From an optimization exercise on the open Yosys and OpenROAD flow, aimed at a short achievable clock period and few clock cycles per item; shortcuts taken in it are not production practice.
The RTL was checked by simulation tests, not by an equivalence proof against the original design.
Power figures rest on the tool's default switching activity, not on a simulated workload.

==> design/flow/design.v <==
package cpu_pkg;
	typedef logic [31:0] word_t;
	typedef logic [4:0] reg_idx_t;
	typedef logic [5:0] opcode_t;
	typedef logic [5:0] funct_t;
	typedef logic [9:0] pc_t;
	localparam opcode_t OP_RTYPE = 6'h00;
	localparam opcode_t OP_J = 6'h02;
	localparam opcode_t OP_BEQ = 6'h04;
	localparam opcode_t OP_BNE = 6'h05;
	localparam opcode_t OP_ADDI = 6'h08;
	localparam opcode_t OP_SLTI = 6'h0a;
	localparam opcode_t OP_ANDI = 6'h0c;
	localparam opcode_t OP_ORI = 6'h0d;
	localparam opcode_t OP_LUI = 6'h0f;
	localparam opcode_t OP_LW = 6'h23;
	localparam opcode_t OP_SW = 6'h2b;
	localparam funct_t FN_SLL = 6'h00;
	localparam funct_t FN_SRL = 6'h02;
	localparam funct_t FN_ADD = 6'h20;
	localparam funct_t FN_SUB = 6'h22;
	localparam funct_t FN_AND = 6'h24;
	localparam funct_t FN_OR = 6'h25;
	localparam funct_t FN_NOR = 6'h27;
	localparam funct_t FN_SLT = 6'h2a;
	typedef struct packed {
		logic rd;
		logic wr;
		word_t addr;
		word_t wdata;
	} mem_req_t;
endpackage
`timescale 1ns/1ps
module reg_file (
	input logic CLK,
	input logic rst_n,
	input logic [31:0] rd_sel_a,
	input logic [31:0] rd_sel_b,
	output cpu_pkg::word_t rd_data_a,
	output cpu_pkg::word_t rd_data_b,
	input logic wr_en_m,
	input cpu_pkg::reg_idx_t wr_idx_m,
	input cpu_pkg::word_t wr_data_m,
	input logic wr_en_w,
	input cpu_pkg::reg_idx_t wr_idx_w,
	input cpu_pkg::word_t wr_data_w
);
	localparam int unsigned NUM_REGS = 32;
	cpu_pkg::word_t regs [NUM_REGS];
	logic [NUM_REGS-1:0] written;
	logic [NUM_REGS-1:0] wsel_m;
	logic [NUM_REGS-1:0] wsel_w;
	always_comb begin
		for (int i = 0; i < NUM_REGS; i++) begin
			wsel_m[i] = wr_en_m && wr_idx_m == i[4:0];
			wsel_w[i] = wr_en_w && wr_idx_w == i[4:0];
		end
	end
	always_ff @(posedge CLK or negedge rst_n) begin
		if (!rst_n) begin
			written <= '0;
		end else begin
			written <= written | wsel_m | wsel_w;
		end
	end
	always_ff @(posedge CLK) begin
		for (int i = 0; i < NUM_REGS; i++) begin
			if (wsel_m[i]) begin
				regs[i] <= wr_data_m;
			end else if (wsel_w[i]) begin
				regs[i] <= wr_data_w;
			end
		end
	end
	always_comb begin
		rd_data_a = '0;
		rd_data_b = '0;
		for (int i = 0; i < NUM_REGS; i++) begin
			rd_data_a = rd_data_a | ({32{rd_sel_a[i] && written[i]}} & regs[i]);
			rd_data_b = rd_data_b | ({32{rd_sel_b[i] && written[i]}} & regs[i]);
		end
	end
endmodule
`timescale 1ns/1ps
module alu (
	input cpu_pkg::word_t op_a,
	input cpu_pkg::word_t op_b,
	input logic sub,
	input cpu_pkg::word_t op_s,
	input logic [3:0] sl1,
	input logic [3:0] sl2,
	input logic [1:0] sl3,
	input logic [3:0] sr1,
	input logic [3:0] sr2,
	input logic [1:0] sr3,
	input logic s_arith,
	input logic s_and,
	input logic s_or,
	input logic s_nor,
	input logic s_slt,
	input logic s_passb,
	output cpu_pkg::word_t sum,
	output cpu_pkg::word_t result
);
	logic lt;
	cpu_pkg::word_t l1;
	cpu_pkg::word_t l2;
	cpu_pkg::word_t l3;
	cpu_pkg::word_t r1;
	cpu_pkg::word_t r2;
	cpu_pkg::word_t r3;
	assign sum = op_a + op_b + {31'd0, sub};
	assign lt = (op_a[31] == op_b[31]) ? op_a[31] : sum[31];
	always_comb begin
		for (int i = 0; i < 32; i++) begin
			l1[i] = 1'b0;
			r1[i] = 1'b0;
			for (int k = 0; k < 4; k++) begin
				if (i - k >= 0) l1[i] = l1[i] | (sl1[k] & op_s[i-k]);
				if (i + k < 32) r1[i] = r1[i] | (sr1[k] & op_s[i+k]);
			end
		end
		for (int i = 0; i < 32; i++) begin
			l2[i] = 1'b0;
			r2[i] = 1'b0;
			for (int k = 0; k < 4; k++) begin
				if (i - 4 * k >= 0) l2[i] = l2[i] | (sl2[k] & l1[i-4*k]);
				if (i + 4 * k < 32) r2[i] = r2[i] | (sr2[k] & r1[i+4*k]);
			end
		end
		for (int i = 0; i < 32; i++) begin
			l3[i] = sl3[0] & l2[i];
			r3[i] = sr3[0] & r2[i];
			if (i >= 16) l3[i] = l3[i] | (sl3[1] & l2[i-16]);
			if (i < 16) r3[i] = r3[i] | (sr3[1] & r2[i+16]);
		end
	end
	assign result = ({32{s_arith}} & sum)
		| ({32{s_and}} & (op_a & op_b))
		| ({32{s_or}} & (op_a | op_b))
		| ({32{s_nor}} & ~(op_a | op_b))
		| ({32{s_slt}} & {31'd0, lt})
		| l3
		| r3
		| ({32{s_passb}} & op_b);
endmodule
`timescale 1ns/1ps
module cpu_core #(
	parameter cpu_pkg::word_t RESET_PC = '0
) (
	input logic CLK,
	input logic rst_n,
	output cpu_pkg::mem_req_t mem_req,
	input cpu_pkg::word_t mem_rdata
);
	localparam int IB_DEPTH = 4;
	localparam int BTB_BITS = 4;
	localparam int BTB_N = 1 << BTB_BITS;
	logic mr_rd;
	logic mr_wr;
	logic mr_fetch;
	logic mr_load;
	cpu_pkg::word_t mr_addr;
	cpu_pkg::word_t mr_wdata;
	cpu_pkg::reg_idx_t mr_ldest;
	logic r_fetch;
	cpu_pkg::pc_t r_pc;
	logic r_btb;
	cpu_pkg::pc_t r_npc;
	cpu_pkg::pc_t r_noff;
	logic r_nseq;
	cpu_pkg::pc_t r_pc1;
	logic w_load;
	cpu_pkg::reg_idx_t w_dest;
	cpu_pkg::pc_t fpc;
	logic finc;
	logic [IB_DEPTH-1:0] ib_v;
	cpu_pkg::word_t ib_ins [IB_DEPTH];
	cpu_pkg::pc_t ib_pc [IB_DEPTH];
	logic ib_btb [IB_DEPTH];
	cpu_pkg::pc_t ib_npc [IB_DEPTH];
	cpu_pkg::pc_t ib_noff [IB_DEPTH];
	logic ib_nseq [IB_DEPTH];
	logic [BTB_N-1:0] btb_v;
	logic [9-BTB_BITS:0] btb_tag [BTB_N];
	cpu_pkg::pc_t btb_tgt [BTB_N];
	cpu_pkg::pc_t btb_noff [BTB_N];
	logic btb_nseq [BTB_N];
	logic d_v;
	cpu_pkg::word_t ir;
	logic [31:0] ir_rs_oh;
	logic [31:0] ir_rt_oh;
	cpu_pkg::pc_t d_pc;
	logic d_btb;
	cpu_pkg::pc_t d_npc;
	cpu_pkg::pc_t d_noff;
	logic d_nseq;
	logic e_v;
	logic e_wen;
	logic e_load;
	logic e_store;
	logic e_br;
	logic e_bne;
	logic e_pred;
	cpu_pkg::reg_idx_t e_dest;
	cpu_pkg::pc_t e_alt;
	cpu_pkg::word_t e_a;
	cpu_pkg::word_t e_b;
	cpu_pkg::word_t e_bi;
	logic e_sub;
	cpu_pkg::word_t e_s;
	logic [3:0] e_sl1;
	logic [3:0] e_sl2;
	logic [1:0] e_sl3;
	logic [3:0] e_sr1;
	logic [3:0] e_sr2;
	logic [1:0] e_sr3;
	logic e_s_arith;
	logic e_s_and;
	logic e_s_or;
	logic e_s_nor;
	logic e_s_slt;
	logic e_s_passb;
	logic m_wen;
	cpu_pkg::reg_idx_t m_dest;
	cpu_pkg::word_t m_res;
	logic [5:0] op;
	logic [5:0] fn;
	cpu_pkg::reg_idx_t rs;
	cpu_pkg::reg_idx_t rt;
	cpu_pkg::reg_idx_t rd;
	cpu_pkg::word_t simm;
	cpu_pkg::word_t zimm;
	assign op = ir[31:26];
	assign fn = ir[5:0];
	assign rs = ir[25:21];
	assign rt = ir[20:16];
	assign rd = ir[15:11];
	assign simm = {{16{ir[15]}}, ir[15:0]};
	assign zimm = {16'd0, ir[15:0]};
	logic dc_wen;
	cpu_pkg::reg_idx_t dc_dest;
	logic dc_use_rs;
	logic dc_use_rt;
	logic dc_load;
	logic dc_store;
	logic dc_br;
	logic dc_bne;
	logic dc_j;
	logic dc_use_imm;
	cpu_pkg::word_t dc_imm;
	logic dc_sub;
	logic dc_s_arith;
	logic dc_s_and;
	logic dc_s_or;
	logic dc_s_nor;
	logic dc_s_slt;
	logic dc_s_sll;
	logic dc_s_srl;
	logic dc_s_passb;
	always_comb begin
		dc_wen = 1'b0;
		dc_dest = rt;
		dc_use_rs = 1'b0;
		dc_use_rt = 1'b0;
		dc_load = 1'b0;
		dc_store = 1'b0;
		dc_br = 1'b0;
		dc_bne = 1'b0;
		dc_j = 1'b0;
		dc_use_imm = 1'b1;
		dc_imm = simm;
		dc_sub = 1'b0;
		dc_s_arith = 1'b0;
		dc_s_and = 1'b0;
		dc_s_or = 1'b0;
		dc_s_nor = 1'b0;
		dc_s_slt = 1'b0;
		dc_s_sll = 1'b0;
		dc_s_srl = 1'b0;
		dc_s_passb = 1'b0;
		case (op)
			cpu_pkg::OP_RTYPE: begin
				dc_dest = rd;
				dc_use_imm = 1'b0;
				dc_use_rs = 1'b1;
				dc_use_rt = 1'b1;
				dc_wen = 1'b1;
				case (fn)
					cpu_pkg::FN_ADD: dc_s_arith = 1'b1;
					cpu_pkg::FN_SUB: begin
						dc_s_arith = 1'b1;
						dc_sub = 1'b1;
					end
					cpu_pkg::FN_AND: dc_s_and = 1'b1;
					cpu_pkg::FN_OR: dc_s_or = 1'b1;
					cpu_pkg::FN_NOR: dc_s_nor = 1'b1;
					cpu_pkg::FN_SLT: begin
						dc_s_slt = 1'b1;
						dc_sub = 1'b1;
					end
					cpu_pkg::FN_SLL: begin
						dc_s_sll = 1'b1;
						dc_use_rt = 1'b0;
					end
					cpu_pkg::FN_SRL: begin
						dc_s_srl = 1'b1;
						dc_use_rt = 1'b0;
					end
					default: begin
						dc_wen = 1'b0;
						dc_use_rs = 1'b0;
						dc_use_rt = 1'b0;
					end
				endcase
			end
			cpu_pkg::OP_ADDI: begin
				dc_wen = 1'b1;
				dc_use_rs = 1'b1;
				dc_s_arith = 1'b1;
			end
			cpu_pkg::OP_SLTI: begin
				dc_wen = 1'b1;
				dc_use_rs = 1'b1;
				dc_s_slt = 1'b1;
				dc_sub = 1'b1;
			end
			cpu_pkg::OP_ANDI: begin
				dc_wen = 1'b1;
				dc_use_rs = 1'b1;
				dc_s_and = 1'b1;
				dc_imm = zimm;
			end
			cpu_pkg::OP_ORI: begin
				dc_wen = 1'b1;
				dc_use_rs = 1'b1;
				dc_s_or = 1'b1;
				dc_imm = zimm;
			end
			cpu_pkg::OP_LUI: begin
				dc_wen = 1'b1;
				dc_s_passb = 1'b1;
				dc_imm = {ir[15:0], 16'd0};
			end
			cpu_pkg::OP_LW: begin
				dc_load = 1'b1;
				dc_use_rs = 1'b1;
				dc_s_arith = 1'b1;
			end
			cpu_pkg::OP_SW: begin
				dc_store = 1'b1;
				dc_use_rs = 1'b1;
				dc_use_rt = 1'b1;
				dc_s_arith = 1'b1;
			end
			cpu_pkg::OP_BEQ: begin
				dc_br = 1'b1;
				dc_use_rs = 1'b1;
				dc_use_rt = 1'b1;
			end
			cpu_pkg::OP_BNE: begin
				dc_br = 1'b1;
				dc_bne = 1'b1;
				dc_use_rs = 1'b1;
				dc_use_rt = 1'b1;
			end
			cpu_pkg::OP_J: dc_j = 1'b1;
			default: ;
		endcase
	end
	cpu_pkg::word_t rf_a;
	cpu_pkg::word_t rf_b;
	reg_file u_reg_file (
		.CLK(CLK),
		.rst_n(rst_n),
		.rd_sel_a(ir_rs_oh),
		.rd_sel_b(ir_rt_oh),
		.rd_data_a(rf_a),
		.rd_data_b(rf_b),
		.wr_en_m(m_wen),
		.wr_idx_m(m_dest),
		.wr_data_m(m_res),
		.wr_en_w(w_load),
		.wr_idx_w(w_dest),
		.wr_data_w(mem_rdata)
	);
	logic fe_a;
	logic fe_b;
	logic stall_a;
	logic stall_b;
	logic d_stall;
	logic d_go;
	cpu_pkg::word_t d_a;
	cpu_pkg::word_t d_b;
	assign fe_a = e_wen && (e_dest == rs);
	assign fe_b = e_wen && (e_dest == rt);
	assign stall_a = dc_use_rs && ((e_load && e_dest == rs) || (mr_load && mr_ldest == rs));
	assign stall_b = dc_use_rt && ((e_load && e_dest == rt) || (mr_load && mr_ldest == rt));
	assign d_stall = d_v && (stall_a || stall_b);
	always_comb begin
		if (m_wen && m_dest == rs) d_a = m_res;
		else if (w_load && w_dest == rs) d_a = mem_rdata;
		else d_a = rf_a;
		if (m_wen && m_dest == rt) d_b = m_res;
		else if (w_load && w_dest == rt) d_b = mem_rdata;
		else d_b = rf_b;
	end
	logic d_pred;
	cpu_pkg::pc_t d_pc1;
	cpu_pkg::pc_t d_btgt;
	cpu_pkg::pc_t d_alt;
	assign d_pred = dc_bne ^ (rs == rt);
	assign d_pc1 = d_pc + 10'd1;
	assign d_btgt = d_pc1 + ir[9:0];
	assign d_alt = d_pred ? d_pc1 : d_btgt;
	cpu_pkg::word_t x_a;
	cpu_pkg::word_t x_b;
	cpu_pkg::word_t x_bi;
	cpu_pkg::word_t x_sum;
	cpu_pkg::word_t x_res;
	logic x_eq;
	logic flush_e;
	logic e_mem;
	assign x_a = e_a;
	assign x_b = e_b;
	assign x_bi = e_bi;
	alu u_alu (
		.op_a(x_a),
		.op_b(x_bi),
		.sub(e_sub),
		.op_s(e_s),
		.sl1(e_sl1),
		.sl2(e_sl2),
		.sl3(e_sl3),
		.sr1(e_sr1),
		.sr2(e_sr2),
		.sr3(e_sr3),
		.s_arith(e_s_arith),
		.s_and(e_s_and),
		.s_or(e_s_or),
		.s_nor(e_s_nor),
		.s_slt(e_s_slt),
		.s_passb(e_s_passb),
		.sum(x_sum),
		.result(x_res)
	);
	assign x_eq = (x_a == x_b);
	assign flush_e = e_br && ((e_bne ^ x_eq) != e_pred);
	assign e_mem = e_load || e_store;
	assign d_go = d_v && !d_stall && !flush_e;
	logic [5:0] r_op;
	logic r_take;
	logic r_redir;
	cpu_pkg::pc_t r_tgt;
	assign r_op = mem_rdata[31:26];
	assign r_take = (r_op == cpu_pkg::OP_BEQ && mem_rdata[25:21] == mem_rdata[20:16])
		|| (r_op == cpu_pkg::OP_BNE && mem_rdata[25:21] != mem_rdata[20:16]);
	assign r_tgt = r_pc1 + mem_rdata[9:0];
	assign r_redir = r_fetch && r_take && !r_btb && !flush_e && !d_fix;
	logic d_take;
	cpu_pkg::pc_t d_tgt;
	cpu_pkg::pc_t d_next;
	logic d_fix;
	assign d_take = dc_j || (dc_br && d_pred);
	assign d_tgt = dc_j ? ir[9:0] : d_btgt;
	assign d_next = d_take ? d_tgt : d_pc1;
	logic d_guess_ok;
	assign d_guess_ok = dc_j ? (ir[9:0] == d_npc)
		: (dc_br && d_pred) ? (ir[9:0] == d_noff)
		: d_nseq;
	assign d_fix = d_go && (d_btb ? !d_guess_ok : dc_j);
	logic [BTB_BITS-1:0] bl_idx;
	logic btb_use;
	cpu_pkg::pc_t bl_tgt;
	assign bl_idx = fpc[BTB_BITS-1:0];
	assign btb_use = finc && btb_v[bl_idx] && (btb_tag[bl_idx] == fpc[9:BTB_BITS]);
	assign bl_tgt = btb_tgt[bl_idx];
	logic [BTB_BITS-1:0] bw_idx;
	assign bw_idx = d_pc[BTB_BITS-1:0];
	logic bw_en;
	logic bw_v;
	logic [BTB_BITS-1:0] bw_idx_q;
	logic [9-BTB_BITS:0] bw_tag;
	cpu_pkg::pc_t bw_tgt;
	cpu_pkg::pc_t bw_noff;
	logic bw_nseq;
	always_ff @(posedge CLK or negedge rst_n) begin
		if (!rst_n) begin
			bw_en <= 1'b0;
			bw_v <= 1'b0;
			btb_v <= '0;
		end else begin
			bw_en <= d_go && (d_btb ? !d_guess_ok : d_take);
			bw_v <= d_take;
			if (bw_en) btb_v[bw_idx_q] <= bw_v;
		end
	end
	always_ff @(posedge CLK) begin
		bw_idx_q <= bw_idx;
		bw_tag <= d_pc[9:BTB_BITS];
		bw_tgt <= d_tgt;
		bw_noff <= ir[9:0];
		bw_nseq <= dc_j ? ir[9:0] == d_pc1 : ir[9:0] == 10'd0;
		if (bw_en) begin
			btb_tag[bw_idx_q] <= bw_tag;
			btb_tgt[bw_idx_q] <= bw_tgt;
			btb_noff[bw_idx_q] <= bw_noff;
			btb_nseq[bw_idx_q] <= bw_nseq;
		end
	end
	logic flush;
	logic pop;
	logic [IB_DEPTH:0] q_v;
	cpu_pkg::word_t q_ins [IB_DEPTH+1];
	cpu_pkg::pc_t q_pc [IB_DEPTH+1];
	logic q_btb [IB_DEPTH+1];
	cpu_pkg::pc_t q_npc [IB_DEPTH+1];
	cpu_pkg::pc_t q_noff [IB_DEPTH+1];
	logic q_nseq [IB_DEPTH+1];
	logic [IB_DEPTH-1:0] nib_v;
	logic can_fetch;
	logic can_fetch_r;
	assign flush = flush_e || d_fix;
	always_comb begin
		for (int i = 0; i < IB_DEPTH; i++) begin
			q_v[i] = ib_v[i];
			q_ins[i] = ib_ins[i];
			q_pc[i] = ib_pc[i];
			q_btb[i] = ib_btb[i];
			q_npc[i] = ib_npc[i];
			q_noff[i] = ib_noff[i];
			q_nseq[i] = ib_nseq[i];
		end
		q_v[IB_DEPTH] = 1'b0;
		q_ins[IB_DEPTH] = mem_rdata;
		q_pc[IB_DEPTH] = r_pc;
		q_btb[IB_DEPTH] = r_btb;
		q_npc[IB_DEPTH] = r_npc;
		q_noff[IB_DEPTH] = r_noff;
		q_nseq[IB_DEPTH] = r_nseq;
		for (int i = 0; i < IB_DEPTH; i++) begin
			if (!ib_v[i] && (i == 0 || ib_v[i-1])) begin
				q_v[i] = r_fetch;
				q_ins[i] = mem_rdata;
				q_pc[i] = r_pc;
				q_btb[i] = r_btb;
				q_npc[i] = r_npc;
				q_noff[i] = r_noff;
				q_nseq[i] = r_nseq;
			end
		end
		if (ib_v[IB_DEPTH-1]) q_v[IB_DEPTH] = r_fetch;
	end
	assign pop = (!d_v || !d_stall) && q_v[0];
	always_comb begin
		for (int i = 0; i < IB_DEPTH; i++) begin
			nib_v[i] = pop ? q_v[i+1] : q_v[i];
		end
	end
	assign can_fetch = !q_v[IB_DEPTH-1] && !(q_v[IB_DEPTH-2] && mr_fetch);
	assign can_fetch_r = !q_v[IB_DEPTH-1];
	always_ff @(posedge CLK or negedge rst_n) begin
		if (!rst_n) begin
			ib_v <= '0;
			d_v <= 1'b0;
		end else if (flush) begin
			ib_v <= '0;
			d_v <= 1'b0;
		end else begin
			ib_v <= nib_v;
			if (!d_v || !d_stall) d_v <= q_v[0];
		end
	end
	always_ff @(posedge CLK) begin
		for (int i = 0; i < IB_DEPTH; i++) begin
			ib_ins[i] <= pop ? q_ins[i+1] : q_ins[i];
			ib_pc[i] <= pop ? q_pc[i+1] : q_pc[i];
			ib_btb[i] <= pop ? q_btb[i+1] : q_btb[i];
			ib_npc[i] <= pop ? q_npc[i+1] : q_npc[i];
			ib_noff[i] <= pop ? q_noff[i+1] : q_noff[i];
			ib_nseq[i] <= pop ? q_nseq[i+1] : q_nseq[i];
		end
		if (pop) begin
			ir <= q_ins[0];
			for (int i = 0; i < 32; i++) begin
				ir_rs_oh[i] <= ib_v[0] ? ib_ins[0][25:21] == 5'(i) : mem_rdata[25:21] == 5'(i);
				ir_rt_oh[i] <= ib_v[0] ? ib_ins[0][20:16] == 5'(i) : mem_rdata[20:16] == 5'(i);
			end
			d_pc <= q_pc[0];
			d_btb <= q_btb[0];
			d_npc <= q_npc[0];
			d_noff <= q_noff[0];
			d_nseq <= q_nseq[0];
		end
	end
	always_ff @(posedge CLK or negedge rst_n) begin
		if (!rst_n) begin
			e_v <= 1'b0;
			e_wen <= 1'b0;
			e_load <= 1'b0;
			e_store <= 1'b0;
			e_br <= 1'b0;
			e_bne <= 1'b0;
			e_pred <= 1'b0;
			e_dest <= '0;
			e_alt <= '0;
			e_sub <= 1'b0;
			e_sl1 <= '0;
			e_sl2 <= '0;
			e_sl3 <= '0;
			e_sr1 <= '0;
			e_sr2 <= '0;
			e_sr3 <= '0;
			e_s_arith <= 1'b0;
			e_s_and <= 1'b0;
			e_s_or <= 1'b0;
			e_s_nor <= 1'b0;
			e_s_slt <= 1'b0;
			e_s_passb <= 1'b0;
		end else begin
			e_v <= d_go;
			e_wen <= d_go && dc_wen && !dc_load;
			e_load <= d_go && dc_load;
			e_store <= d_go && dc_store;
			e_br <= d_go && dc_br;
			e_bne <= dc_bne;
			e_pred <= d_pred;
			e_dest <= dc_dest;
			e_alt <= d_alt;
			e_sub <= dc_sub;
			for (int k = 0; k < 4; k++) begin
				e_sl1[k] <= dc_s_sll && ir[7:6] == 2'(k);
				e_sl2[k] <= dc_s_sll && ir[9:8] == 2'(k);
				e_sr1[k] <= dc_s_srl && ir[7:6] == 2'(k);
				e_sr2[k] <= dc_s_srl && ir[9:8] == 2'(k);
			end
			e_sl3 <= {dc_s_sll && ir[10], dc_s_sll && !ir[10]};
			e_sr3 <= {dc_s_srl && ir[10], dc_s_srl && !ir[10]};
			e_s_arith <= dc_s_arith;
			e_s_and <= dc_s_and;
			e_s_or <= dc_s_or;
			e_s_nor <= dc_s_nor;
			e_s_slt <= dc_s_slt;
			e_s_passb <= dc_s_passb;
		end
	end
	always_ff @(posedge CLK) begin
		e_a <= fe_a ? x_res : d_a;
		e_s <= (dc_s_sll || dc_s_srl) ? (fe_a ? x_res : d_a) : '0;
		e_b <= fe_b ? x_res : d_b;
		if (dc_use_imm) e_bi <= dc_imm ^ {32{dc_sub}};
		else e_bi <= (fe_b ? x_res : d_b) ^ {32{dc_sub}};
	end
	always_ff @(posedge CLK or negedge rst_n) begin
		if (!rst_n) begin
			m_wen <= 1'b0;
			m_dest <= '0;
		end else begin
			m_wen <= e_wen;
			m_dest <= e_dest;
		end
	end
	always_ff @(posedge CLK) begin
		m_res <= x_res;
	end
	logic b_rd;
	logic b_wr;
	logic b_fetch;
	logic b_load;
	cpu_pkg::word_t b_addr;
	cpu_pkg::pc_t b_fpc;
	logic b_finc;
	cpu_pkg::pc_t f_addr;
	logic sel_r;
	assign f_addr = btb_use ? bl_tgt : fpc + {9'd0, finc};
	always_comb begin
		b_rd = 1'b0;
		b_wr = 1'b0;
		b_fetch = 1'b0;
		b_load = 1'b0;
		b_addr = {22'd0, f_addr};
		b_fpc = f_addr;
		b_finc = 1'b0;
		if (e_mem) begin
			b_rd = e_load;
			b_wr = e_store;
			b_load = e_load;
			b_addr = x_sum;
			if (d_fix) b_fpc = d_next;
		end else if (flush_e) begin
			b_rd = 1'b1;
			b_fetch = 1'b1;
			b_addr = {22'd0, e_alt};
			b_fpc = e_alt;
			b_finc = 1'b1;
		end else if (d_fix) begin
			b_rd = 1'b1;
			b_fetch = 1'b1;
			b_addr = {22'd0, d_next};
			b_fpc = d_next;
			b_finc = 1'b1;
		end else if (can_fetch) begin
			b_rd = 1'b1;
			b_fetch = 1'b1;
			b_finc = 1'b1;
		end
	end
	assign sel_r = r_redir && !e_mem;
	always_ff @(posedge CLK or negedge rst_n) begin
		if (!rst_n) begin
			mr_rd <= 1'b0;
			mr_wr <= 1'b0;
			mr_fetch <= 1'b0;
			mr_load <= 1'b0;
			mr_ldest <= '0;
			fpc <= RESET_PC[9:0];
			finc <= 1'b0;
			r_fetch <= 1'b0;
			r_btb <= 1'b0;
			r_npc <= '0;
			r_noff <= '0;
			r_nseq <= 1'b0;
			r_pc <= '0;
			r_pc1 <= '0;
			w_load <= 1'b0;
			w_dest <= '0;
		end else begin
			r_fetch <= mr_fetch && !flush && !r_redir;
			r_btb <= btb_use;
			r_npc <= bl_tgt;
			r_noff <= btb_noff[bl_idx];
			r_nseq <= btb_nseq[bl_idx];
			r_pc <= fpc;
			r_pc1 <= fpc + 10'd1;
			w_load <= mr_load;
			w_dest <= mr_ldest;
			mr_ldest <= e_dest;
			mr_wr <= b_wr;
			mr_load <= b_load;
			mr_rd <= sel_r ? can_fetch_r : b_rd;
			mr_fetch <= sel_r ? can_fetch_r : b_fetch;
			fpc <= r_redir ? r_tgt : b_fpc;
			finc <= r_redir ? sel_r && can_fetch_r : b_finc;
		end
	end
	always_ff @(posedge CLK) begin
		mr_addr[31:10] <= b_addr[31:10];
		mr_addr[9:0] <= sel_r ? r_tgt : b_addr[9:0];
		mr_wdata <= x_b;
	end
	always_comb begin
		mem_req.rd = mr_rd;
		mem_req.wr = mr_wr;
		mem_req.addr = mr_addr;
		mem_req.wdata = mr_wdata;
	end
endmodule
`timescale 1ns/1ps
module cpu_top (
	input logic clk,
	input logic rst_n,
	output logic mem_rd,
	output logic mem_wr,
	output logic [31:0] mem_addr,
	output logic [31:0] mem_wdata,
	input logic [31:0] mem_rdata
);
	cpu_pkg::mem_req_t mem_req;
	cpu_core #(
		.RESET_PC(32'd0)
	) u_cpu_core (
		.CLK(clk),
		.rst_n(rst_n),
		.mem_req(mem_req),
		.mem_rdata(mem_rdata)
	);
	assign mem_rd = mem_req.rd;
	assign mem_wr = mem_req.wr;
	assign mem_addr = mem_req.addr;
	assign mem_wdata = mem_req.wdata;
endmodule
==> design/flow/flow/run.sh <==
#!/bin/bash
# Standard layout, with timing repair aimed well below the 10 ns clock.
set -euo pipefail
MARGIN=$(cat flow/margin.txt)
bash standard.sh SETUP_SLACK_MARGIN=$MARGIN finish > standard_flow.log 2>&1
==> design/flow/flow/margin.txt <==
7.0
==> design/flow/standard.sh <==
#!/bin/bash
# synth_recipe.tcl (not shown) runs the flow's synth.tcl, then flattens the netlist and writes it again
# the make line also repeats each setting of config.mk as NAME=value (left out here)
make -C /OpenROAD-flow-scripts/flow DESIGN_CONFIG=/design/flow/config.mk WORK_HOME=/design/flow/orfs CLKGATE_MAP_FILE= SYNTH_SCRIPT=/design/flow/synth_recipe.tcl "${@:-finish}"
==> design/flow/config.mk <==
export PLATFORM = sky130hd
export DESIGN_NAME = cpu_top
export DESIGN_NICKNAME = cpu_top
export VERILOG_FILES = /design/flow/design.v
export SDC_FILE = /design/flow/constraint.sdc
export NUM_CORES = 4
export LEC_CHECK = 0
export CAP_MARGIN = 20
export CELL_PAD_IN_SITES_DETAIL_PLACEMENT = 1
export CELL_PAD_IN_SITES_GLOBAL_PLACEMENT = 1
export CORE_MARGIN = 2
export CORE_UTILIZATION = 25
export PLACE_DENSITY = 0.5
export SLEW_MARGIN = 20
==> design/flow/constraint.sdc <==
create_clock -name core_clock -period 10.0 [get_ports {clk}]
set_input_delay 2.0000 -clock core_clock [delete_from_list [all_inputs] [get_ports {clk}]]
set_output_delay 2.0000 -clock core_clock [all_outputs]
set_load 0.01 [all_outputs]
==> impl_metrics.toml, run 1 <==
[timing]
skew_ns = 0.0946
fmax_ghz = 0.273
period_share_pct = 36.6
finalHoldViolCount = 0
setup_violations = 0
finalSetupTns_ns = 0
grt_setup_unrepaired = "yes"
slew-limit-headroom_pct = 7.12
period_minus_slack_ns = 3.66
slew_viol_final = 0
tightest_slew_ns = 1.39

[worst_setup_path]
worstPathCellList = "buf_16, mux4_2, xor2_1, or4_4, a2111oi_4, buf_4, o21ai_4, buf_6, buf_6, mux2i_4, a2111oi_4, a211o_1"
r2r_start = "u_cpu_core.fpc[0]$_DFF_PN0_"
cp-start-kind = "flop"
worstPathMaxFanout = 5
rr_endpoint = "u_cpu_core.fpc[1]$_DFF_PN0_"
path_class = "flop to flop"
required_ns = 10.91
critPathArrivalTime_ns = 4.57
crit_slowest_cell = "dfrtp_4"
ff2ff_setup_slack_ns = 6.34
cp_slowest_stage_delay_ns = 0.58
critPathBufInv = 4
reg2reg_depth = 12
end_kind = "flop"
critPathTopFamily = "compound AO/OA/AOI/OAI gates"

[route]
top_layer_used = "met5"
met2_length_mm = 286
drtIter0Drc = 19600
wl_mm = 712
met3WireLength_mm = 94.8
drc = 0
firstDrtPassIters = 10
num_vias = 102000
wl_per_cell_um = 43.7
antenna_left = 0
vias_per_cell = 6.28
met1_length_mm = 267

[cells_and_area]
fin_area_um2 = 144000
fillers = 46600
fin_nets = 10400
area.growth.synth_to_final_pct = 32.0
drive_gt1_share_pct = 30.7

[placed_design]
io_buffers = 99
dp_hpwl_mm = 391
placed_area_um2 = 117000
place.gp.congestion = 0.963

[min_path]
min_path_cells = 0
hp-start = "u_cpu_core.e_b[2]$_DFF_P_"
hp-class = "flop to flop"
min_to = "u_cpu_core.mr_wdata[2]$_DFF_P_"

[power_and_ir_drop]
p_leak_nw = 49.6
p_per_area_nw_per_um2 = 268
peakVddDrop_mv = 0.159

[synth]
synthCells = 9794
synth_edf_count = 1584
ys_types = 92
ys_warn_count = 17
synth_area_um2 = 109000
avgSynthCellArea_um2 = 11.1
synthArstFlopShare_pct = 7.63
ys_seq_area_share_pct = 57.0
ys_ff_latch = 2268
synth_nets = 9923
ys.flop_type = "edfxtp_1"

[cts]
cts_htree_levels = 5
clockBufferDepth = 4
cts.sinks = 2268
path_clk_slew_ns = 0.06
cts_root_buffer = "clkbuf_16"
clk_latency_ns = 1.01
cts_tree = "done"
ctsHoldBuffers = 0
cts_buffers = 276

[die]
die_area_um2 = 441000
row_count = 242
io_pins = 100
die_x_um = 664
start_util_pct = 25.1
die_h_um = 664
coreArea_um2 = 434000

[run_status]
run_status = "complete, no violations"

[global_route]
overflow = 0
track_usage_pct = 30.1
antenna_found_initial = 89
grt_pass1_wl_mm = 906
first_global_vias = 96600
grt_max_degree = 102

[flow_run]
drv_cap = 0
how the worst max path moves through the flow:
stage	from	endpoint	depth (start not counted)
global route	u_cpu_core.fpc[0]$_DFF_PN0_	u_cpu_core.fpc[1]$_DFF_PN0_	12
CTS	u_cpu_core.fpc[0]$_DFF_PN0_	u_cpu_core.fpc[0]$_DFF_PN0_	10
detailed placement	mem_rdata[18]	u_cpu_core.mr_rd$_DFF_PN0_	10
floorplan	mem_rdata[18]	u_cpu_core.fpc[0]$_DFF_PN0_	10
global placement	mem_rdata[18]	u_cpu_core.mr_rd$_DFF_PN0_	10
finish	u_cpu_core.fpc[0]$_DFF_PN0_	u_cpu_core.fpc[1]$_DFF_PN0_	12
cell usage in the layout, fill, tap and decap left out, drive strengths merged, types with 81 or more instances in the layout:
cell	n
ha	91
a21oi	245
nor2	350
inv	210
a22o	302
buf	1121
nand4	229
a221oi	287
a22oi	694
dfrtp	173
mux4	128
clkbuf	406
dfxtp	511
clkinv	99
edfxtp	1584
mux2	378
mux2i	87
a31oi	104
and2	115
nand2	1261
xnor2	146
nor3	104
nand3	81
o22ai	153
o21ai	935
through the flow:
step | utilization, % | power [mW] | std cells | setup slack, ns | hold slack, ns
global placement | 27.0 | 22.5 | 15000 | 3.95 | 0.375
floorplan | - | 18.0 | 9794 | 6.24 | 0.346
finish | 33.1 | 38.6 | 16300 | 6.34 | 0.368
detailed placement | 27.0 | 22.7 | 15000 | 3.97 | 0.371
global route | 33.1 | 39.3 | 16200 | 6.28 | 0.385
CTS | 31.6 | 36.0 | 16000 | 6.38 | 0.374
flip-flops by register name, summed over array words and instances (netlist names), 40 cells and up:
register / count
u_cpu_core.u_reg_file.regs: 1024
u_cpu_core.btb_noff: 160
u_cpu_core.btb_tgt: 160
u_cpu_core.ib_ins: 128
u_cpu_core.btb_tag: 96
u_cpu_core.ib_noff: 40
u_cpu_core.ib_npc: 40
u_cpu_core.ib_pc: 40
cell type report:
class                      count  area [um2]  area share [%]
multi-input combinational   6297       49000            34.1
tap                         5734        7170            4.99
timing repair buffer        1189       15000            10.5
timing repair inverter        15        92.6          0.0644
inverter                     221         933           0.649
sequential                  2268       62300            43.3
clock buffer                 372        7750            5.39
antenna                       54         135          0.0940
clock inverter               135        1370           0.953
layer usage:
metal | track usage (%) | up-vias
li1 | - | 38200
met1 | 38.4 | 52700
met2 | 42.3 | 8839
met3 | 10.5 | 2546
met4 | 21.0 | 38
met5 | 0.0543 | -
report_power, final:
group	total [mW]	internal (mW)	switching, mW
Combinational	14.8	5.98	8.87
Clock	10.5	5.96	4.52
Sequential	13.2	11.7	1.54
Total	38.6	23.6	14.9
repair_timing:
| action | in CTS | in global routing |
|---|---|---|
| setup buffers | 402 | 211 |
| pin swaps | 303 | 290 |
| cloned | 83 | 50 |
| endpoints found under the setup margin | 2192 | 1125 |
| gates resized for setup | 1676 | 758 |
synth_stat cells, types with 146 or more instances:
cell type | n | area share, %
a22o_1 | 302 | 2.4
clkbuf_1 | 858 | 3.0
o22ai_1 | 153 | 0.88
dfrtp_1 | 173 | 4.0
nand4_1 | 229 | 1.3
nand2_1 | 1259 | 4.3
dfxtp_1 | 511 | 9.4
edfxtp_1 | 1584 | 44
o21ai_0 | 923 | 4.2
a22oi_1 | 694 | 4.8
mux2_2 | 378 | 3.9
inv_1 | 218 | 0.75
a21oi_1 | 245 | 1.1
a221oi_1 | 287 | 2.3
nor2_1 | 348 | 1.2
xnor2_1 | 146 | 1.2
logic make-up (layout without fill, tap and decap cells):
kind of cell / Yosys count / in the layout / synth area share (%)
compound gates: 3029 / 3032 / 18.8
xor+xnor: 201 / 201 / 1.62
fa+ha+maj: 96 / 96 / 1.13
buf+inv: 1245 / 1932 / 4.34
flops: 2268 / 2268 / 57.0
mux: 592 / 593 / 7.35
other cells: 0 / 54 / 0
simple gates: 2363 / 2375 / 9.75
Testbench counts, summed over its fixed seeds: cycles 22,486, instrs 16,221.
==> run 2: changes to the inputs <==
--- a/design/flow/design.v
+++ b/design/flow/design.v
@@ -190,6 +190,8 @@
 	cpu_pkg::word_t ir;
 	logic [31:0] ir_rs_oh;
 	logic [31:0] ir_rt_oh;
+	logic ir_use_rs;
+	logic ir_use_rt;
 	cpu_pkg::pc_t d_pc;
 	logic d_btb;
 	cpu_pkg::pc_t d_npc;
@@ -394,8 +396,8 @@
 	cpu_pkg::word_t d_b;
 	assign fe_a = e_wen && (e_dest == rs);
 	assign fe_b = e_wen && (e_dest == rt);
-	assign stall_a = dc_use_rs && ((e_load && e_dest == rs) || (mr_load && mr_ldest == rs));
-	assign stall_b = dc_use_rt && ((e_load && e_dest == rt) || (mr_load && mr_ldest == rt));
+	assign stall_a = ir_use_rs && ((e_load && e_dest == rs) || (mr_load && mr_ldest == rs));
+	assign stall_b = ir_use_rt && ((e_load && e_dest == rt) || (mr_load && mr_ldest == rt));
 	assign d_stall = d_v && (stall_a || stall_b);
 	always_comb begin
 		if (m_wen && m_dest == rs) d_a = m_res;
@@ -469,12 +471,21 @@
 		: (dc_br && d_pred) ? (ir[9:0] == d_noff)
 		: d_nseq;
 	assign d_fix = d_go && (d_btb ? !d_guess_ok : dc_j);
-	logic [BTB_BITS-1:0] bl_idx;
+	cpu_pkg::pc_t s_addr;
+	logic [BTB_BITS-1:0] lk_idx;
+	logic lk_hit;
 	logic btb_use;
 	cpu_pkg::pc_t bl_tgt;
-	assign bl_idx = fpc[BTB_BITS-1:0];
-	assign btb_use = finc && btb_v[bl_idx] && (btb_tag[bl_idx] == fpc[9:BTB_BITS]);
-	assign bl_tgt = btb_tgt[bl_idx];
+	cpu_pkg::pc_t bl_noff;
+	logic bl_nseq;
+	assign s_addr = fpc + {9'd0, finc};
+	assign lk_idx = s_addr[BTB_BITS-1:0];
+	assign lk_hit = btb_v[lk_idx] && (btb_tag[lk_idx] == s_addr[9:BTB_BITS]);
+	always_ff @(posedge CLK) begin
+		bl_tgt <= btb_tgt[lk_idx];
+		bl_noff <= btb_noff[lk_idx];
+		bl_nseq <= btb_nseq[lk_idx];
+	end
 	logic [BTB_BITS-1:0] bw_idx;
 	assign bw_idx = d_pc[BTB_BITS-1:0];
 	logic bw_en;
@@ -552,6 +563,32 @@
 		if (ib_v[IB_DEPTH-1]) q_v[IB_DEPTH] = r_fetch;
 	end
 	assign pop = (!d_v || !d_stall) && q_v[0];
+	logic q_use_rs;
+	logic q_use_rt;
+	always_comb begin
+		q_use_rs = 1'b0;
+		q_use_rt = 1'b0;
+		case (q_ins[0][31:26])
+			cpu_pkg::OP_RTYPE: begin
+				case (q_ins[0][5:0])
+					cpu_pkg::FN_ADD, cpu_pkg::FN_SUB, cpu_pkg::FN_AND, cpu_pkg::FN_OR,
+					cpu_pkg::FN_NOR, cpu_pkg::FN_SLT: begin
+						q_use_rs = 1'b1;
+						q_use_rt = 1'b1;
+					end
+					cpu_pkg::FN_SLL, cpu_pkg::FN_SRL: q_use_rs = 1'b1;
+					default: ;
+				endcase
+			end
+			cpu_pkg::OP_ADDI, cpu_pkg::OP_SLTI, cpu_pkg::OP_ANDI, cpu_pkg::OP_ORI,
+			cpu_pkg::OP_LW: q_use_rs = 1'b1;
+			cpu_pkg::OP_SW, cpu_pkg::OP_BEQ, cpu_pkg::OP_BNE: begin
+				q_use_rs = 1'b1;
+				q_use_rt = 1'b1;
+			end
+			default: ;
+		endcase
+	end
 	always_comb begin
 		for (int i = 0; i < IB_DEPTH; i++) begin
 			nib_v[i] = pop ? q_v[i+1] : q_v[i];
@@ -582,6 +619,8 @@
 		end
 		if (pop) begin
 			ir <= q_ins[0];
+			ir_use_rs <= q_use_rs;
+			ir_use_rt <= q_use_rt;
 			for (int i = 0; i < 32; i++) begin
 				ir_rs_oh[i] <= ib_v[0] ? ib_ins[0][25:21] == 5'(i) : mem_rdata[25:21] == 5'(i);
 				ir_rt_oh[i] <= ib_v[0] ? ib_ins[0][20:16] == 5'(i) : mem_rdata[20:16] == 5'(i);
@@ -672,7 +711,8 @@
 	logic b_finc;
 	cpu_pkg::pc_t f_addr;
 	logic sel_r;
-	assign f_addr = btb_use ? bl_tgt : fpc + {9'd0, finc};
+	logic b_seq;
+	assign f_addr = btb_use ? bl_tgt : s_addr;
 	always_comb begin
 		b_rd = 1'b0;
 		b_wr = 1'b0;
@@ -681,6 +721,7 @@
 		b_addr = {22'd0, f_addr};
 		b_fpc = f_addr;
 		b_finc = 1'b0;
+		b_seq = 1'b0;
 		if (e_mem) begin
 			b_rd = e_load;
 			b_wr = e_store;
@@ -702,6 +743,7 @@
 		end else if (can_fetch) begin
 			b_rd = 1'b1;
 			b_fetch = 1'b1;
+			b_seq = !btb_use;
 			b_finc = 1'b1;
 		end
 	end
@@ -714,6 +756,7 @@
 			mr_load <= 1'b0;
 			mr_ldest <= '0;
 			fpc <= RESET_PC[9:0];
+			btb_use <= 1'b0;
 			finc <= 1'b0;
 			r_fetch <= 1'b0;
 			r_btb <= 1'b0;
@@ -728,8 +771,8 @@
 			r_fetch <= mr_fetch && !flush && !r_redir;
 			r_btb <= btb_use;
 			r_npc <= bl_tgt;
-			r_noff <= btb_noff[bl_idx];
-			r_nseq <= btb_nseq[bl_idx];
+			r_noff <= bl_noff;
+			r_nseq <= bl_nseq;
 			r_pc <= fpc;
 			r_pc1 <= fpc + 10'd1;
 			w_load <= mr_load;
@@ -740,6 +783,7 @@
 			mr_rd <= sel_r ? can_fetch_r : b_rd;
 			mr_fetch <= sel_r ? can_fetch_r : b_fetch;
 			fpc <= r_redir ? r_tgt : b_fpc;
+			btb_use <= lk_hit && b_seq && !r_redir;
 			finc <= r_redir ? sel_r && can_fetch_r : b_finc;
 		end
 	end
==> run 2 against run 1 <==
  * Still clean
  * Clock power about the same
  * Synthesized cell count decreased by 9.0%
  * Synthesized area increased by 1.6%
  * Clock skew decreased by 0.016 ns
  * Critical path depth increased by 2
  * Hold slack got worse by 0.038 ns
  * Cell count decreased by 6.0%
  * Sequential power increased by 8%
  * Largest power group unchanged
  * Highest routed layer unchanged
==> impl_metrics.toml, run 2 <==
[power_and_ir_drop]
switching_share_pct = 40.2
p_per_area_nw_per_um2 = 303
p_switching_mw = 16.8
peakVddDrop_mv = 0.279
comb_power_share_pct = 41.7
seqPwrFrac_pct = 33.9
p_int_mw = 25.0
p_leak_nw = 47.8
power_frac_clock_pct = 24.4

[timing]
slew-limit-headroom_pct = 11.6
finalHoldViolCount = 0
period_minus_slack_ns = 3.67
period_share_pct = 36.7
finalSetupTns_ns = 0
slew_viol_final = 0
holdWs_ns = 0.330
setup_violations = 0
grt_setup_unrepaired = "yes"
tightest_slew_ns = 1.33
fmax_ghz = 0.272
skew_ns = 0.0786

[die]
die_x_um = 669
start_util_pct = 25.1
io_pins = 100
row_count = 244
die_area_um2 = 448000
coreArea_um2 = 441000
die_h_um = 669

[worst_setup_path]
critPathArrivalTime_ns = 4.45
cp-start-kind = "input pin"
required_ns = 10.78
worstPathMaxFanout = 5
path_class = "input pin to flop"
end_kind = "flop"

[route]
drc = 0
drtIter0Drc = 16200
firstDrtPassIters = 8
num_vias = 93200
wl_mm = 635
wl_per_cell_um = 41.5
vias_per_cell = 6.09
antenna_left = 0

[synth]
avgSynthCellArea_um2 = 12.4
synth_commonest_cells = "edfxtp_1, mux2_2, clkbuf_1"
synthArstFlopShare_pct = 7.59
ys_warn_count = 17
yosys.area.top_type = "edfxtp_1"
yosysMostFrequentCell = "edfxtp_1"
ys_ff_latch = 2292
synth_nets = 9039
yosys-top-cells-area = "edfxtp_1, mux2_2, dfxtp_1, a22oi_1, dfrtp_1"
synth.top_cell.area_share_pct = 43.0
ys_types = 95
synth_edf_count = 1586
synth_area_um2 = 111000
ys.flop_type = "edfxtp_1"
synthCells = 8910
ys_seq_area_share_pct = 56.6

[cts]
clk_latency_ns = 0.96
cts_buffers = 270
clockBufferDepth = 4
cts.sinks = 2292
cts_htree_levels = 5
cts_tree = "done"
cts_root_buffer = "clkbuf_16"
path_clk_slew_ns = 0.06

[placed_design]
io_buffers = 99
numPlacedInstances = 14300
dp_hpwl_mm = 359
place.gp.congestion = 0.945

[global_route]
first_global_vias = 89800
antenna_found_initial = 52
grt_max_degree = 109
track_usage_pct = 26.8
overflow = 0
grt_pass1_wl_mm = 828

[cells_and_area]
fillers = 46900
area.growth.synth_to_final_pct = 24.7
drive_gt1_share_pct = 35.9
fin_nets = 9279
top_regs = "u_cpu_core.u_reg_file.regs (1024), u_cpu_core.btb_noff (160), u_cpu_core.btb_tgt (160)"
layout_common_cells = "edfxtp_1, mux2_2, a22oi_1"
top_register = "u_cpu_core.u_reg_file.regs"
layout.cells.non_filler = 15300
final_common_cell = "edfxtp_1"
multi_input_area_um2 = 48800
largest_reg_flops = 1024
seqCellArea_um2 = 62800

[min_path]
hp-class = "flop to flop"

[flow_run]
drv_cap = 0

[run_status]
run_status = "complete, no violations"
## run 2: cell types whose count changed in the layout (fill, tap and decap cells not counted), sizes merged, moves of 60 or more
| cell | previous run | this run |
|---|---|---|
| buf | 1121 | 819 |
| nand2 | 1261 | 481 |
| a21oi | 245 | 127 |
| inv | 210 | 150 |
| o21ai | 935 | 172 |
| nor2 | 350 | 589 |
| mux2 | 378 | 1177 |
## run 2: path summary, 6_finish.rpt
| path | startpoint | end | slack [ns] | cells past startpoint |
|---|---|---|---|---|
| worst max-delay path | mem_rdata[22] | u_cpu_core.mr_addr[0]$_DFF_P_ | 6.33 | 14 |
| worst min-delay path | u_cpu_core.bl_noff[0]$_DFF_P_ | u_cpu_core.r_noff[0]$_DFF_PN0_ | 0.33 | 0 |
| max in group asynchronous | rst_n | u_cpu_core.ib_v[0]$_DFF_PN0_ | 7.53 | 2 |
| min in group asynchronous | rst_n | u_cpu_core.u_reg_file.written[17]$_DFF_PN0_ | 0.97 | 1 |
| worst min register to register | u_cpu_core.bl_noff[0]$_DFF_P_ | u_cpu_core.r_noff[0]$_DFF_PN0_ | 0.33 | 0 |
| worst max register to register | u_cpu_core.u_reg_file.written[6]$_DFF_PN0_ | u_cpu_core.e_s[29]$_SDFF_PN0_ | 6.38 | 11 |
## run 2: cell families (layout without fill, tap and decap cells)
group | Yosys count | after routing | synth area share, %
AOI/OAI and AO/OA | 2024 | 2024 | 13.7
muxes | 1402 | 1405 | 15.6
and+or+nand+nor | 1872 | 1881 | 7.97
other | 0 | 26 | 0
xor gates and xnor gates | 192 | 192 | 1.52
DFF | 2292 | 2292 | 56.6
adders and majority gates | 95 | 95 | 1.10
buffers and inverters | 1033 | 1481 | 3.57
## run 2: critical path, stage by stage
cell	delay, ns
buf_16	0.10
buf_12	0.14
xor2_4	0.19
nor3_4	0.36
nand3_2	0.16
xnor2_2	0.22
nand4_1	0.13
buf_6	0.19
a211oi_4	0.25
buf_6	0.15
buf_12	0.12
nor2_4	0.06
o211ai_1	0.19
o211ai_1	0.15
## run 2: repair_timing
item	in CTS	in global routing
cloned	33	12
pin swaps	188	149
endpoints found under the setup margin	2198	767
buffers inserted	282	108
hold buffers	0	0
resized for setup	1286	316
## run 2: stage by stage
| stage | utilization, % | setup slack [ns] | area, um2 | power, mW |
|---|---|---|---|---|
| detailed placement | 27.0 | 3.97 | 119000 | 27.7 |
| CTS | 30.7 | 6.43 | 135000 | 40.6 |
| finish | 31.3 | 6.33 | 138000 | 41.9 |
| global placement | 27.0 | 3.85 | 119000 | 27.4 |
| global route | 31.3 | 6.32 | 138000 | 43.0 |
| floorplan | - | 6.32 | 111000 | 21.4 |
## run 2: layer usage
metal / share of wire [%] / GRT usage (%) / vias up / wire length, um
met5: 0.10 / 0.404 / - / 638
met4: 7.5 / 15.8 / 44 / 47400
met3: 12 / 8.54 / 2145 / 78000
met2: 41 / 38.4 / 7395 / 260000
met1: 39 / 35.2 / 48500 / 249000
li1: - / - / 35100 / -
## run 2: layout make-up
type	instances	share of cell area [%]
timing repair inverter	3	0.0208
multi-input combinational	5597	35.4
timing repair buffer	848	6.93
tap	5904	5.35
inverter	138	0.403
sequential	2292	45.5
clock inverter	110	0.790
clock buffer	382	5.63
antenna	26	0.0471
## run 2: power by group through the flow
| stage | sequential [mW] | combinational, mW | clock [mW] |
|---|---|---|---|
| final | 14.2 | 17.5 | 10.2 |
| after global routing | 14.4 | 18.1 | 10.6 |
| after CTS | 14.1 | 16.1 | 10.3 |
| after detailed placement | 14.3 | 13.4 | 0 |
| after global placement | 14.2 | 13.2 | 0 |
| after floorplan | 13.2 | 8.27 | 0 |
Testbench counts of run 2, summed over its fixed seeds: cycles 22,486, instrs 16,221.
==> run 3: changes to the inputs <==
==> design/flow/flow/run.sh (replaced) <==
#!/bin/bash
# Standard layout, with timing repair aimed well below the 10 ns clock and
# free to resize cells across footprints.
set -euo pipefail
MARGIN=$(cat flow/margin.txt)
bash standard.sh SETUP_SLACK_MARGIN=$MARGIN MATCH_CELL_FOOTPRINT=0 finish > standard_flow.log 2>&1
==> run 3 against run 2 <==
  * Core utilization shrank 0.52 points
  * Cell count decreased by 0.65%
  * Cell area shrank 1.7%
  * Sequential power is essentially flat
  * Critical endpoint is now u_cpu_core.e_bi[28]$_DFF_P_
  * Combinational power down 5%
  * Synthesized area unchanged
  * Non-clock buffer count fell by 106
  * Register-to-register slack improved by 0.02 ns
  * Sequential share of layout area rose by 0.78 points
  * Hold slack got worse by 0.00083 ns
  * Power down 2.0%
==> impl_metrics.toml, run 3 <==
[run_status]
run_status = "complete, no violations"

[synth]
ys_ff_latch = 2292
ys.flop_type = "edfxtp_1"
synth_commonest_cells = "edfxtp_1, mux2_2, clkbuf_1"
synth.top_cell.area_share_pct = 43.0
synth_edf_count = 1586
yosysMostFrequentCell = "edfxtp_1"
synth_nets = 9039
synthArstFlopShare_pct = 7.59
yosys.area.top_type = "edfxtp_1"
ys_seq_area_share_pct = 56.6
ys_warn_count = 17
yosys-top-cells-area = "edfxtp_1, mux2_2, dfxtp_1, a22oi_1, dfrtp_1"
synthCells = 8910
synth_area_um2 = 111000
avgSynthCellArea_um2 = 12.4
ys_types = 95

[cts]
cts_buffers = 267
path_clk_slew_ns = 0.06
cts.sinks = 2292
cts_tree = "done"
clockBufferDepth = 4
clk_latency_ns = 0.95
cts_root_buffer = "clkbuf_16"
cts_htree_levels = 5
ctsHoldBuffers = 0

[timing]
finalSetupTns_ns = 0
grt_setup_unrepaired = "yes"
period_minus_slack_ns = 3.60
finalHoldViolCount = 0
skew_ns = 0.0918
tightest_slew_ns = 1.46
period_share_pct = 36.0
slew_viol_final = 0
fmax_ghz = 0.278
slew-limit-headroom_pct = 2.54
setup_violations = 0

[worst_setup_path]
worstPathCellList = "buf_4, xnor2_1, nand3_1, nor2_4, buf_6, clkinvlp_4, buf_4, o211ai_1, and3_1, nor3_2, o21ai_1, xnor2_1"
required_ns = 10.86
worstPathMaxFanout = 32
end_kind = "flop"
crit_slowest_cell = "edfxtp_1"
path_class = "flop to flop"
critPathArrivalTime_ns = 4.46
cp-start-kind = "flop"
cp_slowest_stage_delay_ns = 0.49

[cells_and_area]
fillers = 47000
fin_nets = 9178
top_register = "u_cpu_core.u_reg_file.regs"
drive_gt1_share_pct = 34.1
top_regs = "u_cpu_core.u_reg_file.regs (1024), u_cpu_core.btb_noff (160), u_cpu_core.btb_tgt (160)"
final_util_pct = 30.8
fin_area_um2 = 136000
area.growth.synth_to_final_pct = 22.6
largest_reg_flops = 1024
layout_common_cells = "edfxtp_1, mux2_2, a22oi_1"
final_common_cell = "edfxtp_1"

[die]
io_pins = 100
die_h_um = 669
die_area_um2 = 448000
start_util_pct = 25.1
row_count = 244
coreArea_um2 = 441000
die_x_um = 669

[power_and_ir_drop]
power_frac_clock_pct = 24.4
finalPower_mw = 41.0
p_int_mw = 24.5
seqPwrFrac_pct = 34.8
comb_power_share_pct = 40.8
p_per_area_nw_per_um2 = 302
p_switching_mw = 16.5
p_leak_nw = 46.8
switching_share_pct = 40.3
peakVddDrop_mv = 0.207

[placed_design]
dp_hpwl_mm = 355
placed_area_um2 = 119000
io_buffers = 99
place.gp.congestion = 0.946

[global_route]
first_global_vias = 88900
track_usage_pct = 26.7
antenna_found_initial = 66
grt_pass1_wl_mm = 824
grt_max_degree = 109
overflow = 0

[route]
vias_per_cell = 6.08
drc = 0
drtIter0Drc = 16400
wl_mm = 629
firstDrtPassIters = 8
antenna_left = 0
num_vias = 92500
wl_per_cell_um = 41.4

[flow_run]
drv_cap = 0

[min_path]
hp-class = "flop to flop"
[run 3: cell types whose count changed in the layout (fill, tap and decap cells not counted), moves of 8 or more]
cell | previous run | this run
a221oi_1 | 257 | 277
a221oi_2 | 29 | 9
and2_2 | 47 | 24
and2_4 | 31 | 58
buf_12 | 73 | 59
buf_16 | 35 | 17
buf_4 | 413 | 346
bufbuf_16 | 16 | 0
clkbuf_16 | 290 | 299
clkinv_1 | 26 | 40
nor3_1 | 69 | 77
[run 3: final timing paths]
check                      cells after the start                                     endpoint  slack (ns)                           from
hold reg to reg                                0               u_cpu_core.r_noff[3]$_DFF_PN0_        0.33  u_cpu_core.bl_noff[3]$_DFF_P_
setup reg to reg                              12                  u_cpu_core.e_bi[28]$_DFF_P_        6.40    u_cpu_core.ir[17]$_DFFE_PP_
setup / recovery                              12                  u_cpu_core.e_bi[28]$_DFF_P_        6.40    u_cpu_core.ir[17]$_DFFE_PP_
hold / removal                                 0               u_cpu_core.r_noff[3]$_DFF_PN0_        0.33  u_cpu_core.bl_noff[3]$_DFF_P_
max in group asynchronous                      2                u_cpu_core.e_sl1[1]$_DFF_PN0_        7.60                          rst_n
min in group asynchronous                      1  u_cpu_core.u_reg_file.written[18]$_DFF_PN0_        1.05                          rst_n
[run 3: routing by layer]
metal,vias to the layer above,routed length [um],part of all wire [%],track usage (%)
met3,2015,78900,13,9.00
li1,34900,-,-,-
met5,-,621,0.099,0.213
met2,7432,257000,41,37.9
met4,39,45500,7.2,15.6
met1,48200,248000,39,35.2
[run 3: power by group through the flow]
stage	combinational, mW	clock, mW	sequential [mW]
finish	16.7	10.0	14.3
global route	17.4	10.4	14.4
CTS	15.6	10.1	14.2
detailed placement	13.2	0	14.4
global placement	13.0	0	14.3
floorplan	8.27	0	13.2
[run 3: logic make-up after synthesis]
kind of cell	share of synthesized area [%]
AOI/OAI and AO/OA	13.7
xor gates and xnor gates	1.52
and+or+nand+nor	7.97
adders and majority gates	1.10
buffers and inverters	3.57
DFF	56.6
muxes	15.6
[run 3: what timing repair did]
item / 4_1_cts / 5_1_grt
setup buffers: 235 / 86
gates resized for setup: 1158 / 241
endpoints found under the setup margin: 2059 / 798
pin swaps: 136 / 97
gates cloned: 37 / 11
[run 3: stage by stage]
stage | setup slack, ns | instances | hold slack [ns]
final | 6.40 | 15200 | 0.329
after global routing | 6.39 | 15200 | 0.332
after CTS | 6.41 | 15100 | 0.327
after detailed placement | 4.67 | 14300 | 0.320
after global placement | 4.63 | 14300 | 0.319
after floorplan | 6.32 | 8910 | 0.316
[run 3: area by class of cell]
cell class	count	area (um2)	area share [%]
flip-flops and latches	2292	62800	46.3
clock buffers	369	7550	5.56
inverters	138	564	0.416
diodes	33	82.6	0.0608
repair inverters	3	33.8	0.0249
clock inverters	115	1040	0.765
multi-input cells	5605	48200	35.5
well taps	5904	7390	5.44
repair buffers	742	8050	5.93
[run 3: critical path: cells and delay by family, from the launching register on]
| kind | cells | cell delay [ns] |
|---|---|---|
| compound gates | 2 | 0.64 |
| buf+inv | 4 | 1.23 |
| flops | 1 | 0.49 |
| simple gates | 4 | 0.75 |
| xor+xnor | 2 | 0.37 |
==> run 4: changes to the inputs <==
--- a/design/flow/design.v
+++ b/design/flow/design.v
@@ -154,7 +154,7 @@
 	input cpu_pkg::word_t mem_rdata
 );
 	localparam int IB_DEPTH = 4;
-	localparam int BTB_BITS = 4;
+	localparam int BTB_BITS = 3;
 	localparam int BTB_N = 1 << BTB_BITS;
 	logic mr_rd;
 	logic mr_wr;
==> design/flow/flow/margin.txt (replaced) <==
7.5
==> run 4 against run 3 <==
  * Highest routed layer unchanged
  * Synthesized cell count decreased by 3.2%
  * Still clean
  * Critical endpoint is now mem_rd
  * Clock skew increased by 0.0085 ns
  * Synthesized area decreased by 7.3%
  * First-iteration DRC count increased by 9.1%
  * Register-to-register slack improved by 0.24 ns
  * Routed wire length increased by 5.1%
  * Via count increased by 2.9%
  * Sequential cell count decreased by 216
  * Core utilization increased by 4.3 points
  * Count of clock-buffer cells in the layout decreased by 63
  * Sequential share of layout area decreased by 6.9 points
==> impl_metrics.toml, run 4 <==
[run_status]
run_status = "complete, no violations"

[cells_and_area]
drive_gt1_share_pct = 45.8
top_regs = "u_cpu_core.u_reg_file.regs (1024), u_cpu_core.ib_ins (128)"
largest_reg_flops = 1024
fillers = 42900
final_common_cell = "edfxtp_1"
fin_area_um2 = 144000
top_register = "u_cpu_core.u_reg_file.regs"
layout_common_cells = "edfxtp_1, mux2_2, a22oi_1"
fin_nets = 9521
area.growth.synth_to_final_pct = 40.0

[global_route]
grt_pass1_wl_mm = 831
met2_usage_pct = 41.0
first_global_vias = 88800
track_usage_pct = 29.2
grt_max_degree = 103
grt.busiest_layer = "met2"
overflow = 0
grt_util_met1_pct = 38.2
met3_usage_pct = 10.4
antenna_found_initial = 84

[timing]
slew_viol_final = 0
period_minus_slack_ns = 3.56
setup_violations = 0
skew_ns = 0.100
fmax_ghz = 0.281
period_share_pct = 35.6
slew-limit-headroom_pct = 24.2
finalHoldViolCount = 0
tightest_slew_ns = 1.13
finalSetupTns_ns = 0
grt_setup_unrepaired = "yes"

[worst_setup_path]
cp-start-kind = "flop"
cp-startpoint = "u_cpu_core.mr_rd$_DFF_PN0_"
rr_endpoint = "u_cpu_core.e_bi[2]$_DFF_P_"
reg2reg_depth = 14
worstSetupPathDepth = 1
worstPathMaxFanout = 1
critPathTopFamily = "flip-flops"
worstPathCellList = "buf_6"
ff2ff_setup_slack_ns = 6.64
required_ns = 8.00
critPathBufInv = 1
crit_slowest_cell = "dfrtp_2"
endpoint = "mem_rd"
path_class = "flop to output pin"
end_kind = "output pin"
r2r_start = "u_cpu_core.e_bi[0]$_DFF_P_"
cp_slowest_stage_delay_ns = 0.49
critPathArrivalTime_ns = 1.56

[synth]
yosysMostFrequentCell = "edfxtp_1"
avgSynthCellArea_um2 = 11.9
synth_edf_count = 1378
synthArstFlopShare_pct = 8.00
ys_seq_area_share_pct = 54.8
ys.flop_type = "edfxtp_1"
yosys.area.top_type = "edfxtp_1"
yosys-top-cells-area = "edfxtp_1, mux2_2, dfxtp_1, a22oi_1, dfrtp_1"
synth_nets = 8749
synthCells = 8622
synth_commonest_cells = "edfxtp_1, mux2_2, clkbuf_1"
synth.top_cell.area_share_pct = 40.3
synth_area_um2 = 103000
ys_warn_count = 17
ys_ff_latch = 2076
ys_types = 92

[power_and_ir_drop]
seqPwrFrac_pct = 29.8
p_leak_nw = 52.5
power_frac_clock_pct = 20.0
p_per_area_nw_per_um2 = 309
p_switching_mw = 18.7
p_int_mw = 25.6
peakVddDrop_mv = 0.204
comb_power_share_pct = 50.2
switching_share_pct = 42.2

[placed_design]
placed_area_um2 = 113000
place.gp.congestion = 0.947
io_buffers = 99
dp_hpwl_mm = 349

[cts]
cts_root_buffer = "clkbuf_16"
cts_buffers = 233
path_clk_slew_ns = 0.07
ctsHoldBuffers = 0
clk_latency_ns = 0.98
cts.sinks = 2076
clockBufferDepth = 4
cts_htree_levels = 4
cts_tree = "done"

[route]
wl_per_cell_um = 43.8
firstDrtPassIters = 8
antenna_left = 0
num_vias = 95200
wl_mm = 661
vias_per_cell = 6.31
drtIter0Drc = 17900
drc = 0

[flow_run]
drv_cap = 0

[die]
die_area_um2 = 416000
die_x_um = 645
io_pins = 100
die_h_um = 645
row_count = 235
start_util_pct = 25.1
coreArea_um2 = 409000

[min_path]
hp-class = "flop to flop"
-- run 4: cell types whose count changed in the layout (fill, tap and decap cells not counted), sizes merged, moves of 21 or more --
cell / previous run / this run
nand2: 486 / 462
buf: 711 / 1294
clkbuf: 398 / 438
mux2: 1181 / 1202
mux4: 139 / 58
edfxtp: 1586 / 1378
inv: 154 / 129
clkinv: 75 / 98
nand3: 112 / 84
-- run 4: layout make-up --
cell class	instances	area (um2)	share of cell area, %
repair buffers	1428	19200	13.4
flip-flops and latches	2076	56500	39.3
clock inverters	125	1180	0.822
multi-input cells	5529	53000	36.9
repair inverters	1	11.3	0.00784
diodes	53	133	0.0923
clock buffers	306	6330	4.41
well taps	5451	6820	4.75
inverters	125	513	0.357
-- run 4: power by group through the flow --
stage	Combinational, mW	Sequential (mW)	Clock, mW
after global routing	22.8	13.3	9.21
after CTS	18.8	13.0	8.89
final	22.3	13.2	8.86
after detailed placement	13.5	13.1	0
after global placement	13.4	13.0	0
after floorplan	8.32	12.1	0
-- run 4: worst min-delay path by stage --
| stage | startpoint | slack [ns] | end | cells after the start |
|---|---|---|---|---|
| 5_1_grt | u_cpu_core.bl_noff[2]$_DFF_P_ | 0.33 | u_cpu_core.r_noff[2]$_DFF_PN0_ | 0 |
| 2_1_floorplan | u_cpu_core.bl_noff[0]$_DFF_P_ | 0.32 | u_cpu_core.r_noff[0]$_DFF_PN0_ | 0 |
| 6_report | u_cpu_core.bl_noff[8]$_DFF_P_ | 0.32 | u_cpu_core.r_noff[8]$_DFF_PN0_ | 0 |
| 4_1_cts | u_cpu_core.bl_noff[8]$_DFF_P_ | 0.33 | u_cpu_core.r_noff[8]$_DFF_PN0_ | 0 |
| 3_3_place_gp | u_cpu_core.bl_noff[5]$_DFF_P_ | 0.32 | u_cpu_core.r_noff[5]$_DFF_PN0_ | 0 |
| 3_5_place_dp | u_cpu_core.bl_noff[0]$_DFF_P_ | 0.32 | u_cpu_core.r_noff[0]$_DFF_PN0_ | 0 |
-- run 4: routing by layer --
| layer | routed length, um | up-vias |
|---|---|---|
| met3 | 93700 | 2649 |
| met2 | 263000 | 8622 |
| met1 | 249000 | 48900 |
| met5 | 1170 | - |
| li1 | - | 34900 |
| met4 | 54500 | 76 |
-- run 4: what timing repair did --
item | 4_1_cts | 5_1_grt
buffers inserted | 568 | 268
gates cloned | 107 | 73
pin swaps | 368 | 355
hold endpoints to repair | 0 | 0
setup endpoints to repair | 2794 | 1404
gates resized for setup | 2264 | 948
-- run 4: kinds of logic after synthesis --
| family | count (synthesis) | synth area share (%) |
|---|---|---|
| xor gates and xnor gates | 189 | 1.61 |
| DFF | 2076 | 54.8 |
| and+or+nand+nor | 1851 | 8.47 |
| buffers and inverters | 1023 | 3.83 |
| muxes | 1329 | 15.1 |
| adders and majority gates | 94 | 1.17 |
| AOI/OAI and AO/OA | 2060 | 15.0 |
-- run 4: per-stage QoR --
step	hold WS [ns]	total power, mW	setup slack (ns)	instances	util (%)
after floorplan	0.316	20.4	6.39	8622	-
after global placement	0.320	26.4	4.89	13600	27.5
after detailed placement	0.320	26.6	4.79	13600	27.5
after CTS	0.327	40.7	6.40	14700	33.1
after global routing	0.331	45.3	6.45	15100	35.1
final	0.325	44.3	6.44	15100	35.1
Testbench counts of run 4, summed over its fixed seeds: cycles 22,486, instrs 16,221.

## afterwards: timing with drivers on the ports
The results above use ideal ports. As a check the final layouts listed here were re-extracted and re-timed, cells and wires unchanged. Step 1 assumes that a clkbuf_16 drives the clock port and a buf_2 every other input. Step 2, shift: input delay + t, output delay - t, t = (earliest + latest rising clock arrival at the registers) / 2. This alone moves slack from input paths to output paths. a / b / c = ideal / step 1 / step 2; a / b = the first two.
run	t, ns	slack for setup (ns)	clock arrival spread, ns	worst register clock-pin slew, ns
run 1	1.055	6.341 / 6.341 / 5.334	0.095 / 0.095	0.07 / 0.07
run 2	1.048	6.330 / 6.249 / 5.201	0.082 / 0.082	0.07 / 0.07
run 3	1.031	6.400 / 6.355 / 5.591	0.094 / 0.094	0.07 / 0.07
run 4	1.058	6.440 / 6.323 / 5.850	0.124 / 0.124	0.08 / 0.08
After both steps setup and hold are still met in every run listed. The setup slack of run 2, which loses most, moves by -0.081 ns with the drivers and by -1.129 ns with both steps.
